From an optimization exercise on the open Yosys and OpenROAD flow, aimed at a short achievable clock period and few clock cycles; shortcuts taken in it are not production practice.
Only simulation tests tie the RTL to the original design; equivalence was not proved.
Power and IR drop assume default switching activity.

## job 5669
==> flow/design.v (excerpt) <==
module pcpu_top (
    input  logic              clock,
    input  logic              reset,
    input  logic              i_enable,
    input  logic              i_start,
    input  logic [pipe_pkg::DATA_W-1:0] i_i_data,
    input  logic [pipe_pkg::DATA_W-1:0] i_d_rdata,
    output logic [7:0]        o_i_addr,
    output logic [7:0]        o_d_addr,
    output logic [pipe_pkg::DATA_W-1:0] o_d_wdata,
    output logic              o_d_we,
    output logic              o_running
);
    logic       running;     
    logic       started;     
    logic       halt_seen;   
    logic [7:0] fa;          
    logic [7:1]  e_we;       
    logic        e_wr;       
    logic [2:0]  e_dest;
    logic        e_st;
    logic        e_ld;
    logic        e_setf;
    logic        e_bz, e_bnz, e_bn, e_bnn;   
    logic [15:0] x_a, x_b;
    logic        x_c;
    logic [15:0] l_a, l_b;
    logic        l_x, l_n;
    logic [15:0] sl_a, sr_a;
    logic [3:0]  sl_lo, sl_hi, sr_lo, sr_hi;   
    logic [15:0] sl_m, sr_m;
    logic [7:0]  d_addr;
    logic        e_au;       
    logic [7:0]  c_p, c_q;
    logic        c_cin;
    logic        e_sh;       
    logic [7:0]  t_a, t_b;
    logic [15:0] e_s;        
    logic        zf;
    logic        nf;
    logic [15:0] regs [1:7];
    logic [15:0] sum, r_log;
    logic [15:0] r_sll, r_srl;
    logic [15:0] e_result;
    logic        z_add, z_log, z_sll, z_srl;
    logic        zc, nc;
    logic        e_take;
    logic [7:0]  t_sum;
    logic [15:0] sl_t, sr_t;
    logic [15:0] ks_g [0:4];
    logic [15:0] ks_p [0:4];
    logic [16:0] carry;
    always_comb begin
        ks_g[0] = x_a & x_b;
        ks_p[0] = x_a ^ x_b;
        for (int l = 0; l < 4; l++) begin
            for (int i = 0; i < 16; i++) begin
                if (i >= (1 << l)) begin
  ...
Size: ~70 I/O pins, ~28000 µm² of cells after synthesis.
Settings: LEC_CHECK=0, CAP_MARGIN=20, CORE_MARGIN=2, CORE_UTILIZATION=30, SETUP_SLACK_MARGIN=2.7, SLEW_MARGIN=20; clock period 4.5 ns.
run.sh (not shown) runs the stock make flow with config.mk's settings and CLKGATE_MAP_FILE= SYNTH_SCRIPT=/design/flow/synth_recipe.tcl, a recipe that flattens the netlist after the stock synthesis.
Testbench counts of job 5669, summed over its fixed seeds: cycles 13,981.
Setup changes, job 5669 to job 1683
- setting GPL_ROUTABILITY_DRIVEN to 0 for the first time
- setting PLACE_DENSITY to 0.45 for the first time
## What came out
Sequential share of layout area, job 1683 and job 5669, lower one = job 5669.
Total vias in the final route improves in job 1683 relative to job 5669.
Compared to job 5669, job 1683 shows a narrower setup margin.
Share of async-settable or async-resettable flops after synthesis came out exactly the same in job 1683 and job 5669.
Clock buffer count of job 1683 exceeds that of job 5669 by more than 10%.
Job 1683 and job 5669 ended up with nearly the same total number of multi-input combinational cells.
Here is what was changed in the inputs of job 3534 compared with job 1683.
- a change of SETUP_SLACK_MARGIN from 2.7 to 1.8
- a deleted GPL_ROUTABILITY_DRIVEN that had been 0
--- outcome ---
Job 1683 has higher fraction of standard cell area in multi-input logic than job 3534. Measured against each other, job 1683 and job 3534 differ in setup slack, the higher figure coming from job 1683. A end point of the critical path of d_addr[6] is what job 3534 shows, while d_addr[5] belongs to job 1683. Per the comparison of job 3534 with job 1683, cell area lost 8.1%, via count of the first global-routing pass lost 4.3%, wire length of the first global-routing pass lost about 5.5%, pre-CTS setup slack lost 0.017 ns. Register area came out lower on job 3534 than on job 1683. Going from job 1683 to job 3534, final routed wirelength across all metal layers -7.5%; final non-filler cell total -about 2%.

* * *

pcpu_top again, from the RTL that the note above started with.
export LEC_CHECK = 0
export CAP_MARGIN = 20
export CELL_PAD_IN_SITES_GLOBAL_PLACEMENT = 2
export CORE_MARGIN = 2
export CORE_UTILIZATION = 30
export PLACE_DENSITY = 0.45
export SETUP_SLACK_MARGIN = 2.7
export SLEW_MARGIN = 20
create_clock -name core_clock -period 4.5 [get_ports {clock}]
Testbench counts at the start, summed over its fixed seeds: cycles 13,981.
==> next run, changes <==
--- a/flow/config.mk
+++ b/flow/config.mk
@@ -7,8 +7,7 @@
 export LEC_CHECK = 0
 export CAP_MARGIN = 20
-export CELL_PAD_IN_SITES_GLOBAL_PLACEMENT = 2
 export CORE_MARGIN = 2
 export CORE_UTILIZATION = 30
-export PLACE_DENSITY = 0.45
+export PLACE_DENSITY = 0.35
 export SETUP_SLACK_MARGIN = 2.7
 export SLEW_MARGIN = 20
Result: Clock skew rises by 0.0096 ns. Sequential cell count does not change. Final area falls by 2.0%. Combinational power falls by 7.2%. Worst setup slack got worse by 0.15 ns. Core utilization falls by 0.91 points.
==> next run, changes <==
--- a/flow/config.mk
+++ b/flow/config.mk
@@ -9,5 +9,6 @@
 export CORE_MARGIN = 2
 export CORE_UTILIZATION = 30
-export PLACE_DENSITY = 0.35
+export PLACE_DENSITY = 0.45
 export SETUP_SLACK_MARGIN = 2.7
 export SLEW_MARGIN = 20
+export TNS_END_PERCENT = 50
The new run passed the timing, DRC and antenna checks.
Cell area decreases by 3.0%.
Wire length decreases by 10%.
Worst setup slack is better by 0.16 ns.
Total power decreases by 2.8%.
Area after synthesis stays the same.
Via count barely changes.
==> next run, changes <==
--- a/flow/config.mk
+++ b/flow/config.mk
@@ -6,9 +6,8 @@
 export NUM_CORES = 4
 export LEC_CHECK = 0
+export ABC_CLOCK_PERIOD_IN_PS = 1500
 export CAP_MARGIN = 20
 export CORE_MARGIN = 2
-export CORE_UTILIZATION = 30
-export PLACE_DENSITY = 0.45
+export CORE_UTILIZATION = 40
 export SETUP_SLACK_MARGIN = 2.7
 export SLEW_MARGIN = 20
-export TNS_END_PERCENT = 50
=>
- critical path depth went up by 1
- clock-buffer cell count went down by 30
- power went down by a few percent
- synthesized area is unchanged
- first-iteration DRC count went up by well over a third
- final area went down slightly
==> next run, changes <==
--- a/flow/config.mk
+++ b/flow/config.mk
@@ -6,8 +6,8 @@
 export NUM_CORES = 4
 export LEC_CHECK = 0
-export ABC_CLOCK_PERIOD_IN_PS = 1500
 export CAP_MARGIN = 20
 export CORE_MARGIN = 2
-export CORE_UTILIZATION = 40
+export CORE_UTILIZATION = 30
+export PLACE_DENSITY = 0.45
 export SETUP_SLACK_MARGIN = 2.7
 export SLEW_MARGIN = 20
Area after synthesis stays the same.
Die area rises by 33%.
Global-route usage falls by 5.6 points.
Utilization falls by 13 points.

* * *

pcpu_top again, from the RTL that the note above started with.
==> flow/design.v (excerpt) <==
module pcpu_top (
    input  logic              clock,
    input  logic              reset,
    input  logic              i_enable,
    input  logic              i_start,
    input  logic [pipe_pkg::DATA_W-1:0] i_i_data,
    input  logic [pipe_pkg::DATA_W-1:0] i_d_rdata,
    output logic [7:0]        o_i_addr,
    output logic [7:0]        o_d_addr,
    output logic [pipe_pkg::DATA_W-1:0] o_d_wdata,
    output logic              o_d_we,
    output logic              o_running
);
    logic       running;     
    logic       started;     
    logic       halt_seen;   
    logic [7:0] fa;          
    logic [7:1]  e_we;       
    logic        e_wr;       
    logic [2:0]  e_dest;
    logic        e_st;
    logic        e_ld;
    logic        e_setf;
    logic        e_bz, e_bnz, e_bn, e_bnn;   
    logic [15:0] x_a, x_b;
    logic        x_c;
    logic [15:0] l_a, l_b;
    logic        l_x, l_n;
    logic [15:0] sl_a, sr_a;
    logic [3:0]  sl_lo, sl_hi, sr_lo, sr_hi;   
    logic [15:0] sl_m, sr_m;
    logic [7:0]  d_addr;
    logic        e_au;       
    logic [7:0]  c_p, c_q;
    logic        c_cin;
    logic        e_sh;       
    logic [7:0]  t_a, t_b;
    logic [15:0] e_s;        
    logic        zf;
    logic        nf;
    logic [15:0] regs [1:7];
    logic [15:0] sum, r_log;
    logic [15:0] r_sll, r_srl;
    logic [15:0] e_result;
    logic        z_add, z_log, z_sll, z_srl;
    logic        zc, nc;
  ...
make LEC_CHECK=0 CAP_MARGIN=20 CORE_MARGIN=2 CORE_UTILIZATION=25 PLACE_DENSITY=0.45 SETUP_SLACK_MARGIN=2.7 SLEW_MARGIN=20 finish   # period 4.5 ns
Testbench counts at the start, summed over its fixed seeds: cycles 13,981.
==> next run, changes <==
Settings changed: CORE_UTILIZATION 25 to 20, PLACE_DENSITY 0.45 to unset.
What happened:
- The changed run went through all stages and came out clean
- die area rose by a quarter to a third
- total power fell slightly
- global-route usage fell by 5.7 points
- worst hold slack hardly moves

-- static timing again, ports no longer ideal --
The flow's constraints put no driver on any port. The routed layouts listed below were extracted and timed again, unchanged, in two steps. Step 1 sets driving cells, clkbuf_16 on the clock port and buf_2 on the other inputs (assumed; they add their load-dependent delay and slew). Step 2 times the ports against the registers' clock, not the clock port: input delays grow and output delays shrink by t, the midpoint of the rising clock arrivals with the driver on. Three values: ideal, step 1, step 2; two values: the first two.
run	shift t [ns]	setup WS [ns]	worst hold slack (ns)	worst setup path after step 2
job 5669	0.722	1.635 / 1.635 / 0.995	0.397 / 0.397 / 0.397	input to register
job 1683	0.703	1.525 / 1.525 / 0.978	0.269 / 0.228 / 0.409	input to register
job 3534	0.685	1.409 / 1.441 / 0.755	0.412 / 0.412 / 0.412	input to register
the first run of note 2	0.712	1.558 / 1.558 / 0.928	0.410 / 0.410 / 0.410	input to register
the second run of note 2	0.695	1.410 / 1.410 / 0.780	0.416 / 0.416 / 0.416	input to register
the third run of note 2	0.697	1.565 / 1.565 / 0.873	0.411 / 0.411 / 0.411	input to register
the fourth run of note 2	0.708	1.409 / 1.409 / 0.881	0.238 / 0.194 / 0.410	input to register
the fifth run of note 2	0.688	1.672 / 1.672 / 0.996	0.404 / 0.404 / 0.404	input to register
the first run of note 3	0.695	1.630 / 1.630 / 1.025	0.406 / 0.406 / 0.406	input to register
the second run of note 3	0.693	1.501 / 1.501 / 0.825	0.405 / 0.405 / 0.405	input to register
After both steps setup and hold are still met in every run listed. The setup slack of the third run of note 2, which loses most, moves by 0.000 ns with the drivers and by -0.692 ns with both steps.
